Context: an optimization exercise on an open-source flow, tuned for small area and a short achievable clock period. The choices shown serve that exercise and are no tape-out recipe. Where RTL was checked, it was by simulation tests only, not by an equivalence proof against the original.

==> module key_expansion, before the edit <==
module key_expansion
#(
    parameter int NR = key_expansion_pkg::NR_DEFAULT
) (
    input  logic            clk,
    input  logic            rst_n,
    input  logic            start_in,
    input  logic [31:0]     K0_in,
    input  logic [31:0]     K1_in,
    input  logic [31:0]     K2_in,
    input  logic [31:0]     K3_in,
    input  logic            ready_in,
    output logic [31:0]     D0_out,
    output logic [31:0]     D1_out,
    output logic [31:0]     D2_out,
    output logic [31:0]     D3_out,
    output logic            valid_out,
    output logic [3:0]      round_out,
    output logic            busy_out,
    output logic            done_out
);
    logic        valid_q, done_q;
    logic [31:0] w0_q, w1_q, w2_q, w3_q;
    logic [3:0]  round_q;
    logic [31:0] sub_word;
    logic [31:0] t_word;
    logic [31:0] rc_word;
    logic [31:0] p0, p1, p2, p3;
    logic [31:0] sel_ld, sel_adv, sel_hold;
    logic [3:0]  round_d;
    logic        last;
    for (genvar i = 0; i < 4; i++) begin : g_sbox
        aes_sbox u_sbox (
            .data (w3_q[(8*i + 24) % 32 +: 8]),
            .sub  (sub_word[8*i +: 8])
        );
    end
    assign rc_word  = {key_expansion_pkg::rcon_next(round_q), 24'h000000};
    assign p0       = w0_q ^ rc_word;
    assign p1       = p0 ^ w1_q;
    assign p2       = p1 ^ w2_q;
    assign p3       = p2 ^ w3_q;
    assign sel_ld   = {32{~valid_q}};
    assign sel_adv  = {32{valid_q & ready_in}};
    assign sel_hold = {32{valid_q & ~ready_in}};
    assign t_word   = sel_adv & sub_word;       
    assign last     = round_q[3] & round_q[1];    
    assign round_d  = ({4{valid_q & ready_in}} & (round_q + 4'd1))
                    | ({4{valid_q & ~ready_in}} & round_q);
    always_ff @(posedge clk or negedge rst_n) begin
        if (!rst_n) begin
            valid_q <= 1'b0;
            done_q  <= 1'b0;
        end else begin
            valid_q <= valid_q ? !(ready_in && last) : start_in;
            done_q  <= valid_q && ready_in && last;
        end
    end
    always_ff @(posedge clk) begin
        w0_q    <= (valid_q ? (ready_in ? p0 : w0_q) : K0_in) ^ t_word;
        w1_q    <= (valid_q ? (ready_in ? p1 : w1_q) : K1_in) ^ t_word;
        w2_q    <= (valid_q ? (ready_in ? p2 : w2_q) : K2_in) ^ t_word;
        w3_q    <= (valid_q ? (ready_in ? p3 : w3_q) : K3_in) ^ t_word;
        round_q <= round_d;
    end
    assign D0_out    = w0_q;
    assign D1_out    = w1_q;
    assign D2_out    = w2_q;
    assign D3_out    = w3_q;
    assign round_out = round_q;
    assign valid_out = valid_q;
    assign busy_out  = valid_q;
    assign done_out  = done_q;
endmodule
clock: 17.0 ns
lec_check: 0
cap_margin: 20
core_margin: 2
core_utilization: 40
slew_margin: 20
standard.sh (not shown) runs the stock make flow with config.mk's settings and CLKGATE_MAP_FILE= SYNTH_SCRIPT=/design/flow/synth_recipe.tcl, a recipe that flattens the netlist after the stock synthesis.
==> flow/flow/run.sh <==
#!/bin/bash
# Layout flow: the standard ORFS flow (standard.sh), with extra make variables from
# flow/make_args.txt (one VAR=value per line) and, if flow/abc.script exists, that ABC
# script in place of ORFS's abc_speed.script and abc_area.script (a copy of ORFS's scripts folder is used).
# Each ORFS step writes its own log under orfs/logs/; make's output goes to make.log.
set -euo pipefail
HERE=$(pwd)
ARGS=()
if [[ -f flow/abc.script ]]; then
  rm -rf "$HERE/scripts"
  cp -r "$FLOW_HOME/scripts" "$HERE/scripts"
  cp flow/abc.script "$HERE/scripts/abc_speed.script"
  cp flow/abc.script "$HERE/scripts/abc_area.script"
  ARGS+=("SCRIPTS_DIR=$HERE/scripts")
fi
if [[ -f flow/make_args.txt ]]; then
  while IFS= read -r line; do
    [[ -n "$line" && "$line" != \#* ]] && ARGS+=("$line")
  done < flow/make_args.txt
fi
echo "make args: ${ARGS[*]}" > make.log
bash standard.sh "${ARGS[@]}" finish >> make.log 2>&1
==> flow/flow/abc.script <==
strash
dch
map -D 3300
topo
stime -c
buffer -c
upsize -c
dnsize -c
==> flow/flow/make_args.txt <==
ABC_CLOCK_PERIOD_IN_PS=3300
CORE_UTILIZATION=50
SETUP_SLACK_MARGIN=12.5
BUFFER_PORTS_ARGS=-buffer_cell sky130_fd_sc_hd__buf_1
CTS_ARGS=-sink_clustering_enable -repair_clock_nets -buf_list sky130_fd_sc_hd__clkbuf_8 -dont_use_dummy_load
Change:
--- a/flow/design.v
+++ b/flow/design.v
@@ -185,9 +185,9 @@
     output logic            done_out
 );
-    logic        valid_q, done_q;
+    logic        valid_q, idle_q, done_q;
+    logic        valid_d;
     logic [31:0] w0_q, w1_q, w2_q, w3_q;
     logic [3:0]  round_q;
     logic [31:0] sub_word;
-    logic [31:0] t_word;
     logic [31:0] rc_word;
     logic [31:0] p0, p1, p2, p3;
@@ -206,25 +206,27 @@
     assign p2       = p1 ^ w2_q;
     assign p3       = p2 ^ w3_q;
-    assign sel_ld   = {32{~valid_q}};
-    assign sel_adv  = {32{valid_q & ready_in}};
-    assign sel_hold = {32{valid_q & ~ready_in}};
-    assign t_word   = sel_adv & sub_word;       
+    assign sel_ld   = {32{idle_q}};
+    assign sel_adv  = {32{~idle_q & ready_in}};
+    assign sel_hold = {32{~idle_q & ~ready_in}};
     assign last     = round_q[3] & round_q[1];    
-    assign round_d  = ({4{valid_q & ready_in}} & (round_q + 4'd1))
-                    | ({4{valid_q & ~ready_in}} & round_q);
+    assign round_d  = ({4{~idle_q & ready_in}} & (round_q + 4'd1))
+                    | ({4{~idle_q & ~ready_in}} & round_q);
+    assign valid_d = idle_q ? start_in : !(ready_in && last);
     always_ff @(posedge clk or negedge rst_n) begin
         if (!rst_n) begin
             valid_q <= 1'b0;
+            idle_q  <= 1'b1;
             done_q  <= 1'b0;
         end else begin
-            valid_q <= valid_q ? !(ready_in && last) : start_in;
-            done_q  <= valid_q && ready_in && last;
+            valid_q <= valid_d;
+            idle_q  <= !valid_d;
+            done_q  <= !idle_q && ready_in && last;
         end
     end
     always_ff @(posedge clk) begin
-        w0_q    <= (valid_q ? (ready_in ? p0 : w0_q) : K0_in) ^ t_word;
-        w1_q    <= (valid_q ? (ready_in ? p1 : w1_q) : K1_in) ^ t_word;
-        w2_q    <= (valid_q ? (ready_in ? p2 : w2_q) : K2_in) ^ t_word;
-        w3_q    <= (valid_q ? (ready_in ? p3 : w3_q) : K3_in) ^ t_word;
+        w0_q    <= (sel_ld & K0_in) | (sel_adv & (p0 ^ sub_word)) | (sel_hold & w0_q);
+        w1_q    <= (sel_ld & K1_in) | (sel_adv & (p1 ^ sub_word)) | (sel_hold & w1_q);
+        w2_q    <= (sel_ld & K2_in) | (sel_adv & (p2 ^ sub_word)) | (sel_hold & w2_q);
+        w3_q    <= (sel_ld & K3_in) | (sel_adv & (p3 ^ sub_word)) | (sel_hold & w3_q);
         round_q <= round_d;
     end
=> Sequential share of layout area fell by 1.6 points; final area increases by about 12%; wire length drops by about 1.2%; worst hold slack loses 120 ps; fmax is higher by 0.35%; area after synthesis barely changes; count of clock-buffer cells in the layout stays the same; die area is about the same; sequential cell count increases by 1; via count increases by about 1.7%; non-clock buffer count is higher by 59.
Function not checked in the second run of this note: the RTL went through the layout flow alone.

==> static timing again, ports no longer ideal <==
No port has a modelled driver above. Below, the same layouts with a new extraction and two added sets of constraints. Step 1 sets driving cells, clkbuf_16 on the clock port and buf_2 on the other inputs (assumed; they add their load-dependent delay and slew). Step 2 also shifts input and output timing later by t, the mid clock arrival at the registers, as if the neighbouring blocks saw the same clock. a / b / c = no drivers / after step 1 / after step 2; a / b = the first two.
run | t (ns) | setup slack, ns | latest minus earliest clock arrival (ns)
the first run | 0.488 | 12.492 / 12.448 / 12.038 | 0.034 / 0.034
the second run | 0.490 | 12.508 / 12.466 / 12.177 | 0.047 / 0.047
After both steps setup and hold are still met in every run listed. The setup slack of the first run, which loses most, moves by -0.044 ns with the drivers and by -0.454 ns with both steps.
